This is an optimization exercise on Yosys and OpenROAD, whose aim is small area, a short achievable clock period and few clock cycles per item, not a production implementation.
Where RTL was checked, it was by simulation tests only, not by an equivalence proof against the original.

==> flow/design.v (excerpt) <==
module sha256_stream_core (
    input  logic         clk,
    input  logic         rst,
    input  logic         valid_in,
    output logic         ready_in,
    input  logic         first_in,
    input  logic         last_in,
    input  logic [511:0] data_in,
    output logic [255:0] data_out,
    output logic         valid_out,
    output logic         busy
);
For scale: roughly 6700 cells after synthesis, about 780 I/O pins, roughly 69000 um^2 of cells after synthesis.
clock: 8.0 ns
lec_check: 0
cap_margin: 10
core_margin: 2
core_utilization: 40
cts_buf_list: sky130_fd_sc_hd__clkbuf_8
cts_cluster_diameter: 60
cts_cluster_size: 12
setup_slack_margin: 3.5
slew_margin: 10
tns_end_percent: 1
standard.sh (not shown) runs the stock make flow with config.mk's settings and CLKGATE_MAP_FILE= SYNTH_SCRIPT=/design/flow/synth_recipe.tcl, a recipe that flattens the netlist after the stock synthesis.
==> flow/flow/run.sh <==
#!/bin/bash
set -o pipefail
export BUFFER_PORTS_ARGS="-buffer_cell sky130_fd_sc_hd__buf_1"
bash standard.sh > standard_flow.log 2>&1
Then changed:
--- a/flow/design.v
+++ b/flow/design.v
@@ -106,31 +106,22 @@
                                         input logic [31:0] z);
         maj = (x & y) | (x & z) | (y & z);
     endfunction
     function automatic logic [63:0] csa(input logic [31:0] x, input logic [31:0] y,
                                         input logic [31:0] z);
         logic [31:0] s, c, m;
         s = x ^ y ^ z;
         m = maj(x, y, z);
         c = {m[30:0], 1'b0};
         csa = {c, s};
     endfunction
-    function automatic logic [31:0] add_cs(input logic [31:0] x, input logic [31:0] y);
-        logic [16:0] lo;
-        logic [15:0] hi0;
-        logic [16:0] hi1;
-        lo  = {1'b0, x[15:0]} + {1'b0, y[15:0]};
-        hi0 = x[31:16] + y[31:16];
-        hi1 = {x[31:16], 1'b1} + {y[31:16], 1'b1};           
-        add_cs = {lo[16] ? hi1[16:1] : hi0, lo[15:0]};
-    endfunction
     logic [5:0]   cnt_q;        
     logic         run_q;        
     logic         ready_q;      
     logic         busy_q;
     logic         last_q;
     logic         valid_q;
     logic         gsel_q;       
     logic         c61_q;        
     logic         c62_q;        
     logic         c63_q;        
     logic         chain_iv_q;   
@@ -162,25 +153,25 @@
     logic [31:0] a_new, e_new;
     always_comb begin
         wt  = w_q[0];
         s1  = bsig1(e_q);
         ch  = (e_q & f_q) ^ (~e_q & g_q);
         s0  = bsig0(a_q);
         mj  = maj(a_q, b_q, c_q);
         t1c = csa(wt, s1, ch);
         t2c = csa(y_q, s0, mj);
         l2  = csa(t1c[31:0], t1c[63:32], t2c[31:0]);
         l3  = csa(l2[31:0], l2[63:32], t2c[63:32]);
-        a_new = add_cs(l3[31:0], l3[63:32]);
+        a_new = l3[31:0] + l3[63:32];
         e2  = csa(t1c[31:0], t1c[63:32], z_q);
-        e_new = add_cs(e2[31:0], e2[63:32]);
+        e_new = e2[31:0] + e2[63:32];
     end
     logic [63:0] w1, w2;
     logic [31:0] w_new;
     always_comb begin
         w1 = csa(w_q[0], w_q[9], ssig0(w_q[1]));
         w2 = csa(w1[31:0], w1[63:32], ssig1(w_q[14]));
         w_new = w2[31:0] + w2[63:32];
     end
     logic [31:0] op_g, op_c, kn, m0, m4;
     logic [63:0] y2, z2, z3;
     logic [31:0] y_calc, z_calc;
Effect: The changed run went through all stages and came out clean. Maximum frequency came out higher by 6.7%. Core utilization came out higher by 0.55 points. Critical path depth came out higher by 3. Setup slack gains 0.32 ns. Wire length came out higher by 6.0%. Clock skew hardly moves. Count of clock-buffer cells in the layout came out higher by 1. Hold slack gains 0.014 ns.
Testbench counts after the change, summed over its fixed seeds: cycles 16,208, blocks 253.
The RTL of the first run of this note was laid out without a check of its function.

---

The RTL this note starts from:
==> flow/design.v <==
module sha256_stream_core (
    input  logic         clk,
    input  logic         rst,
    input  logic         valid_in,
    output logic         ready_in,
    input  logic         first_in,
    input  logic         last_in,
    input  logic [511:0] data_in,
    output logic [255:0] data_out,
    output logic         valid_out,
    output logic         busy
);
    localparam logic [31:0] IV0 = 32'h6a09e667;
    localparam logic [31:0] IV1 = 32'hbb67ae85;
    localparam logic [31:0] IV2 = 32'h3c6ef372;
    localparam logic [31:0] IV3 = 32'ha54ff53a;
    localparam logic [31:0] IV4 = 32'h510e527f;
    localparam logic [31:0] IV5 = 32'h9b05688c;
    localparam logic [31:0] IV6 = 32'h1f83d9ab;
    localparam logic [31:0] IV7 = 32'h5be0cd19;
    localparam logic [31:0] K0  = 32'h428a2f98;
    localparam logic [31:0] Y_IV = IV7 + K0;         
    localparam logic [31:0] Z_IV = IV3 + IV7 + K0;   
    function automatic logic [31:0] k_next(input logic [5:0] idx);
        case (idx)
            6'd0: k_next = 32'h71374491;
            6'd1: k_next = 32'hb5c0fbcf;
            6'd2: k_next = 32'he9b5dba5;
            6'd3: k_next = 32'h3956c25b;
            6'd4: k_next = 32'h59f111f1;
            6'd5: k_next = 32'h923f82a4;
            6'd6: k_next = 32'hab1c5ed5;
            6'd7: k_next = 32'hd807aa98;
            6'd8: k_next = 32'h12835b01;
            6'd9: k_next = 32'h243185be;
            6'd10: k_next = 32'h550c7dc3;
            6'd11: k_next = 32'h72be5d74;
            6'd12: k_next = 32'h80deb1fe;
            6'd13: k_next = 32'h9bdc06a7;
            6'd14: k_next = 32'hc19bf174;
            6'd15: k_next = 32'he49b69c1;
            6'd16: k_next = 32'hefbe4786;
            6'd17: k_next = 32'h0fc19dc6;
            6'd18: k_next = 32'h240ca1cc;
            6'd19: k_next = 32'h2de92c6f;
            6'd20: k_next = 32'h4a7484aa;
            6'd21: k_next = 32'h5cb0a9dc;
            6'd22: k_next = 32'h76f988da;
            6'd23: k_next = 32'h983e5152;
            6'd24: k_next = 32'ha831c66d;
            6'd25: k_next = 32'hb00327c8;
            6'd26: k_next = 32'hbf597fc7;
            6'd27: k_next = 32'hc6e00bf3;
            6'd28: k_next = 32'hd5a79147;
            6'd29: k_next = 32'h06ca6351;
            6'd30: k_next = 32'h14292967;
            6'd31: k_next = 32'h27b70a85;
            6'd32: k_next = 32'h2e1b2138;
            6'd33: k_next = 32'h4d2c6dfc;
            6'd34: k_next = 32'h53380d13;
            6'd35: k_next = 32'h650a7354;
            6'd36: k_next = 32'h766a0abb;
            6'd37: k_next = 32'h81c2c92e;
            6'd38: k_next = 32'h92722c85;
            6'd39: k_next = 32'ha2bfe8a1;
            6'd40: k_next = 32'ha81a664b;
            6'd41: k_next = 32'hc24b8b70;
            6'd42: k_next = 32'hc76c51a3;
            6'd43: k_next = 32'hd192e819;
            6'd44: k_next = 32'hd6990624;
            6'd45: k_next = 32'hf40e3585;
            6'd46: k_next = 32'h106aa070;
            6'd47: k_next = 32'h19a4c116;
            6'd48: k_next = 32'h1e376c08;
            6'd49: k_next = 32'h2748774c;
            6'd50: k_next = 32'h34b0bcb5;
            6'd51: k_next = 32'h391c0cb3;
            6'd52: k_next = 32'h4ed8aa4a;
            6'd53: k_next = 32'h5b9cca4f;
            6'd54: k_next = 32'h682e6ff3;
            6'd55: k_next = 32'h748f82ee;
            6'd56: k_next = 32'h78a5636f;
            6'd57: k_next = 32'h84c87814;
            6'd58: k_next = 32'h8cc70208;
            6'd59: k_next = 32'h90befffa;
            6'd60: k_next = 32'ha4506ceb;
            6'd61: k_next = 32'hbef9a3f7;
            6'd62: k_next = 32'hc67178f2;
            6'd63: k_next = 32'h428a2f98;
            default: k_next = 32'h0;
        endcase
    endfunction
    function automatic logic [31:0] bsig0(input logic [31:0] x);
        bsig0 = {x[1:0], x[31:2]} ^ {x[12:0], x[31:13]} ^ {x[21:0], x[31:22]};
    endfunction
    function automatic logic [31:0] bsig1(input logic [31:0] x);
        bsig1 = {x[5:0], x[31:6]} ^ {x[10:0], x[31:11]} ^ {x[24:0], x[31:25]};
    endfunction
    function automatic logic [31:0] ssig0(input logic [31:0] x);
        ssig0 = {x[6:0], x[31:7]} ^ {x[17:0], x[31:18]} ^ {3'b0, x[31:3]};
    endfunction
    function automatic logic [31:0] ssig1(input logic [31:0] x);
        ssig1 = {x[16:0], x[31:17]} ^ {x[18:0], x[31:19]} ^ {10'b0, x[31:10]};
    endfunction
    function automatic logic [31:0] maj(input logic [31:0] x, input logic [31:0] y,
                                        input logic [31:0] z);
        maj = (x & y) | (x & z) | (y & z);
    endfunction
    function automatic logic [63:0] csa(input logic [31:0] x, input logic [31:0] y,
                                        input logic [31:0] z);
        logic [31:0] s, c, m;
        s = x ^ y ^ z;
        m = maj(x, y, z);
        c = {m[30:0], 1'b0};
        csa = {c, s};
    endfunction
    function automatic logic [31:0] add32(input logic [31:0] x, input logic [31:0] y);
        logic [31:0] p, g, gg, pp, gn, pn;
        p = x ^ y;
        for (int i = 0; i < 32; i++) g[i] = p[i] ? 1'b0 : x[i];    
        gg = g;
        pp = p;
        for (int d = 1; d < 32; d = d * 2) begin
            for (int i = 0; i < 32; i++) begin
                if (i >= d) begin
                    gn[i] = pp[i] ? gg[i - d] : gg[i];
                    pn[i] = pp[i] & pp[i - d];
                end else begin
                    gn[i] = gg[i];
                    pn[i] = pp[i];
                end
            end
            gg = gn;
            pp = pn;
        end
        add32 = p ^ {gg[30:0], 1'b0};
    endfunction
    logic [5:0]   cnt_q;        
    logic         run_q;        
    logic         ready_q;      
    logic         busy_q;
    logic         last_q;
    logic         valid_q;
    logic         gsel_q;       
    logic         c61_q;        
    logic         c62_q;        
    logic         c63_q;        
    logic         chain_iv_q;   
    logic         base_iv_q;    
    logic [255:0] dout_q;
    logic [31:0]  a_q, b_q, c_q, d_q, e_q, f_q, g_q, h_q;
    logic [31:0]  y_q;          
    logic [31:0]  z_q;          
    logic [31:0]  w_q [16];     
    logic [31:0]  ha_q [4];     
    logic [31:0]  he_q [4];     
    logic accept;
    logic done;                 
    logic ivsel;                
    logic [5:0] cnt_d;
    logic       run_d;
    assign accept    = ready_q & valid_in & ~rst;
    assign done      = c63_q;
    assign ivsel     = first_in | (chain_iv_q & ~run_q);
    assign ready_in  = ready_q;
    assign busy      = busy_q;
    assign valid_out = valid_q;
    assign data_out  = dout_q;
    logic [31:0] base0, base4;
    assign base0 = base_iv_q ? IV0 : ha_q[0];
    assign base4 = base_iv_q ? IV4 : he_q[0];
    logic [31:0] s1, ch, s0, mj, wt;
    logic [63:0] t1c, t2c, l2, l3, e2;
    logic [31:0] a_new, e_new;
    always_comb begin
        wt  = w_q[0];
        s1  = bsig1(e_q);
        ch  = (e_q & f_q) ^ (~e_q & g_q);
        s0  = bsig0(a_q);
        mj  = maj(a_q, b_q, c_q);
        t1c = csa(wt, s1, ch);
        t2c = csa(y_q, s0, mj);
        l2  = csa(t1c[31:0], t1c[63:32], t2c[31:0]);
        l3  = csa(l2[31:0], l2[63:32], t2c[63:32]);
        a_new = add32(l3[31:0], l3[63:32]);
        e2  = csa(t1c[31:0], t1c[63:32], z_q);
        e_new = add32(e2[31:0], e2[63:32]);
    end
    logic [63:0] w1, w2;
    logic [31:0] w_new;
    always_comb begin
        w1 = csa(w_q[0], w_q[9], ssig0(w_q[1]));
        w2 = csa(w1[31:0], w1[63:32], ssig1(w_q[14]));
        w_new = w2[31:0] + w2[63:32];
    end
    logic [31:0] op_g, op_c, kn, m0, m4;
    logic [63:0] y2, z2, z3;
    logic [31:0] y_calc, z_calc;
    always_comb begin
        op_g = gsel_q ? he_q[3] : g_q;
        op_c = gsel_q ? ha_q[3] : c_q;
        kn   = k_next(cnt_q);
        m0   = c62_q ? base0 : 32'h0;
        m4   = c62_q ? base4 : 32'h0;
        y2   = csa(op_g, kn, m0);
        y_calc = y2[31:0] + y2[63:32];
        z2   = csa(op_g, kn, op_c);
        z3   = csa(z2[31:0], z2[63:32], m4);
        z_calc = z3[31:0] + z3[63:32];
    end
    logic [31:0] ff_a, ff_e;
    always_comb begin
        logic [31:0] sa, se, xa, xe;
        if (c61_q) begin
            sa = base_iv_q ? IV3 : ha_q[3];
            se = base_iv_q ? IV7 : he_q[3];
        end else if (c62_q) begin
            sa = base_iv_q ? IV2 : ha_q[2];
            se = base_iv_q ? IV6 : he_q[2];
        end else begin
            sa = base_iv_q ? IV1 : ha_q[1];
            se = base_iv_q ? IV5 : he_q[1];
        end
        xa = run_q ? a_q : 32'h0;
        xe = run_q ? e_q : 32'h0;
        ff_a = sa + xa;
        ff_e = se + xe;
    end
    always_ff @(posedge clk) begin
        if (ready_q) begin
            for (int i = 0; i < 16; i++) w_q[i] <= data_in[511 - 32*i -: 32];
        end else begin
            for (int i = 0; i < 15; i++) w_q[i] <= w_q[i + 1];
            w_q[15] <= w_new;
        end
        a_q <= (ready_q && (ivsel || !run_q)) ? (ivsel ? IV0 : ha_q[0]) : a_new;
        e_q <= (ready_q && (ivsel || !run_q)) ? (ivsel ? IV4 : he_q[0]) : e_new;
        if (ready_q && ivsel) begin
            b_q <= IV1; c_q <= IV2; d_q <= IV3;
            f_q <= IV5; g_q <= IV6; h_q <= IV7;
        end else begin
            if (ready_q) begin
                b_q <= ff_a;
                c_q <= ha_q[2];
                d_q <= ha_q[3];
                f_q <= ff_e;
                g_q <= he_q[2];
                h_q <= he_q[3];
            end else begin
                b_q <= a_q; c_q <= b_q; d_q <= c_q;
                f_q <= e_q; g_q <= f_q; h_q <= g_q;
            end
        end
        y_q <= (ready_q && ivsel) ? Y_IV : y_calc;
        z_q <= (ready_q && ivsel) ? Z_IV : z_calc;
        if (c61_q) begin
            ha_q[3] <= ff_a; he_q[3] <= ff_e;
        end
        if (c62_q) begin
            ha_q[2] <= ff_a; he_q[2] <= ff_e;
        end
        if (c63_q) begin
            ha_q[1] <= ff_a; he_q[1] <= ff_e;
            ha_q[0] <= a_new; he_q[0] <= e_new;
        end
    end
    always_comb begin
        if (rst) cnt_d = 6'd63;
        else if (accept) cnt_d = 6'd0;
        else if (ready_q) cnt_d = 6'd63;
        else cnt_d = cnt_q + 6'd1;
        if (rst) run_d = 1'b0;
        else if (accept) run_d = 1'b1;
        else if (ready_q) run_d = 1'b0;
        else run_d = run_q;
    end
    always_ff @(posedge clk) begin
        cnt_q   <= cnt_d;
        ready_q <= (cnt_d == 6'd63);
        busy_q  <= (cnt_d != 6'd63);
        gsel_q  <= (cnt_d == 6'd63);
        run_q   <= run_d;
        c61_q   <= run_d && cnt_d == 6'd61;
        c62_q   <= run_d && cnt_d == 6'd62;
        c63_q   <= run_d && cnt_d == 6'd63;
        if (rst) begin
            valid_q    <= 1'b0;
            dout_q     <= '0;
            chain_iv_q <= 1'b1;
            base_iv_q  <= 1'b0;
        end else begin
            valid_q <= done & last_q;
            if (done & last_q)
                dout_q <= {a_new, ff_a, ha_q[2], ha_q[3], e_new, ff_e, he_q[2], he_q[3]};
            if (done)
                chain_iv_q <= 1'b0;
            if (accept) begin
                last_q    <= last_in;
                base_iv_q <= ivsel;
            end else if (ready_q) begin
                base_iv_q <= 1'b0;
            end
        end
    end
endmodule
==> flow/config.mk <==
export PLATFORM = sky130hd
export DESIGN_NAME = sha256_stream_core
export DESIGN_NICKNAME = sha256_stream_core
export VERILOG_FILES = /design/flow/design.v
export SDC_FILE = /design/flow/constraint.sdc
export NUM_CORES = 4
export LEC_CHECK = 0
export CAP_MARGIN = 20
export CORE_MARGIN = 2
export CORE_UTILIZATION = 40
export CTS_BUF_LIST = sky130_fd_sc_hd__clkbuf_8
export CTS_CLUSTER_DIAMETER = 60
export CTS_CLUSTER_SIZE = 12
export SETUP_SLACK_MARGIN = 3.5
export SLEW_MARGIN = 20
export TNS_END_PERCENT = 1
==> flow/constraint.sdc <==
create_clock -name core_clock -period 8.0 [get_ports {clk}]
set_input_delay 1.6000 -clock core_clock [delete_from_list [all_inputs] [get_ports {clk}]]
set_output_delay 1.6000 -clock core_clock [all_outputs]
set_load 0.01 [all_outputs]
Scripts as last shown in full above: flow/flow/run.sh
The baseline produced a clean layout.
Next try:
--- a/flow/design.v
+++ b/flow/design.v
@@ -113,28 +113,16 @@
         m = maj(x, y, z);
         c = {m[30:0], 1'b0};
         csa = {c, s};
     endfunction
-    function automatic logic [31:0] add32(input logic [31:0] x, input logic [31:0] y);
-        logic [31:0] p, g, gg, pp, gn, pn;
-        p = x ^ y;
-        for (int i = 0; i < 32; i++) g[i] = p[i] ? 1'b0 : x[i];    
-        gg = g;
-        pp = p;
-        for (int d = 1; d < 32; d = d * 2) begin
-            for (int i = 0; i < 32; i++) begin
-                if (i >= d) begin
-                    gn[i] = pp[i] ? gg[i - d] : gg[i];
-                    pn[i] = pp[i] & pp[i - d];
-                end else begin
-                    gn[i] = gg[i];
-                    pn[i] = pp[i];
-                end
-            end
-            gg = gn;
-            pp = pn;
-        end
-        add32 = p ^ {gg[30:0], 1'b0};
+    function automatic logic [63:0] csam(input logic [31:0] x, input logic [31:0] y,
+                                         input logic [31:0] z);
+        logic [31:0] s, c, m, t;
+        t = x ^ y;
+        s = t ^ z;
+        for (int i = 0; i < 32; i++) m[i] = t[i] ? z[i] : x[i];
+        c = {m[30:0], 1'b0};
+        csam = {c, s};
     endfunction
     logic [5:0]   cnt_q;        
     logic         run_q;        
     logic         ready_q;      
@@ -177,15 +165,15 @@
         s1  = bsig1(e_q);
         ch  = (e_q & f_q) ^ (~e_q & g_q);
         s0  = bsig0(a_q);
         mj  = maj(a_q, b_q, c_q);
-        t1c = csa(wt, s1, ch);
-        t2c = csa(y_q, s0, mj);
-        l2  = csa(t1c[31:0], t1c[63:32], t2c[31:0]);
-        l3  = csa(l2[31:0], l2[63:32], t2c[63:32]);
-        a_new = add32(l3[31:0], l3[63:32]);
-        e2  = csa(t1c[31:0], t1c[63:32], z_q);
-        e_new = add32(e2[31:0], e2[63:32]);
+        t1c = csam(wt, s1, ch);
+        t2c = csam(y_q, s0, mj);
+        l2  = csam(t1c[31:0], t1c[63:32], t2c[31:0]);
+        l3  = csam(l2[31:0], l2[63:32], t2c[63:32]);
+        a_new = l3[31:0] + l3[63:32];
+        e2  = csam(t1c[31:0], t1c[63:32], z_q);
+        e_new = e2[31:0] + e2[63:32];
     end
     logic [63:0] w1, w2;
     logic [31:0] w_new;
     always_comb begin
What happened: Die area rose by 0.46%. Clock-buffer cell count rose by 3. Via count fell by 1.5%. Clock skew fell by 0.015 ns.
Function was not checked in any run of this note: the RTL went through the layout flow alone.

-- re-timing with driven ports --
Ports are ideal in the flow. The routed layouts listed here were re-timed in OpenROAD. Step 1: set_driving_cell puts a clkbuf_16 on clk and a buf_2 on each other input, an assumption about the parent block. Step 2 times the ports against the registers' clock, not the clock port: input delays grow and output delays shrink by t, the midpoint of the rising clock arrivals with the driver on. Slacks: ideal / step 1 / step 2; pairs: ideal / step 1.
run	t, ns	slack for setup (ns)	clock arrival spread, ns
the first run of note 1	1.027	2.910 / 2.910 / 2.085	0.064 / 0.064
the second run of note 1	1.041	3.228 / 3.228 / 2.764	0.060 / 0.060
the first run of note 2	1.096	2.728 / 2.728 / 1.936	0.095 / 0.095
the second run of note 2	1.045	3.216 / 3.216 / 2.419	0.079 / 0.080
After both steps setup and hold are still met in every run listed. The setup slack of the first run of note 1, which loses most, moves by 0.000 ns with the drivers and by -0.825 ns with both steps.
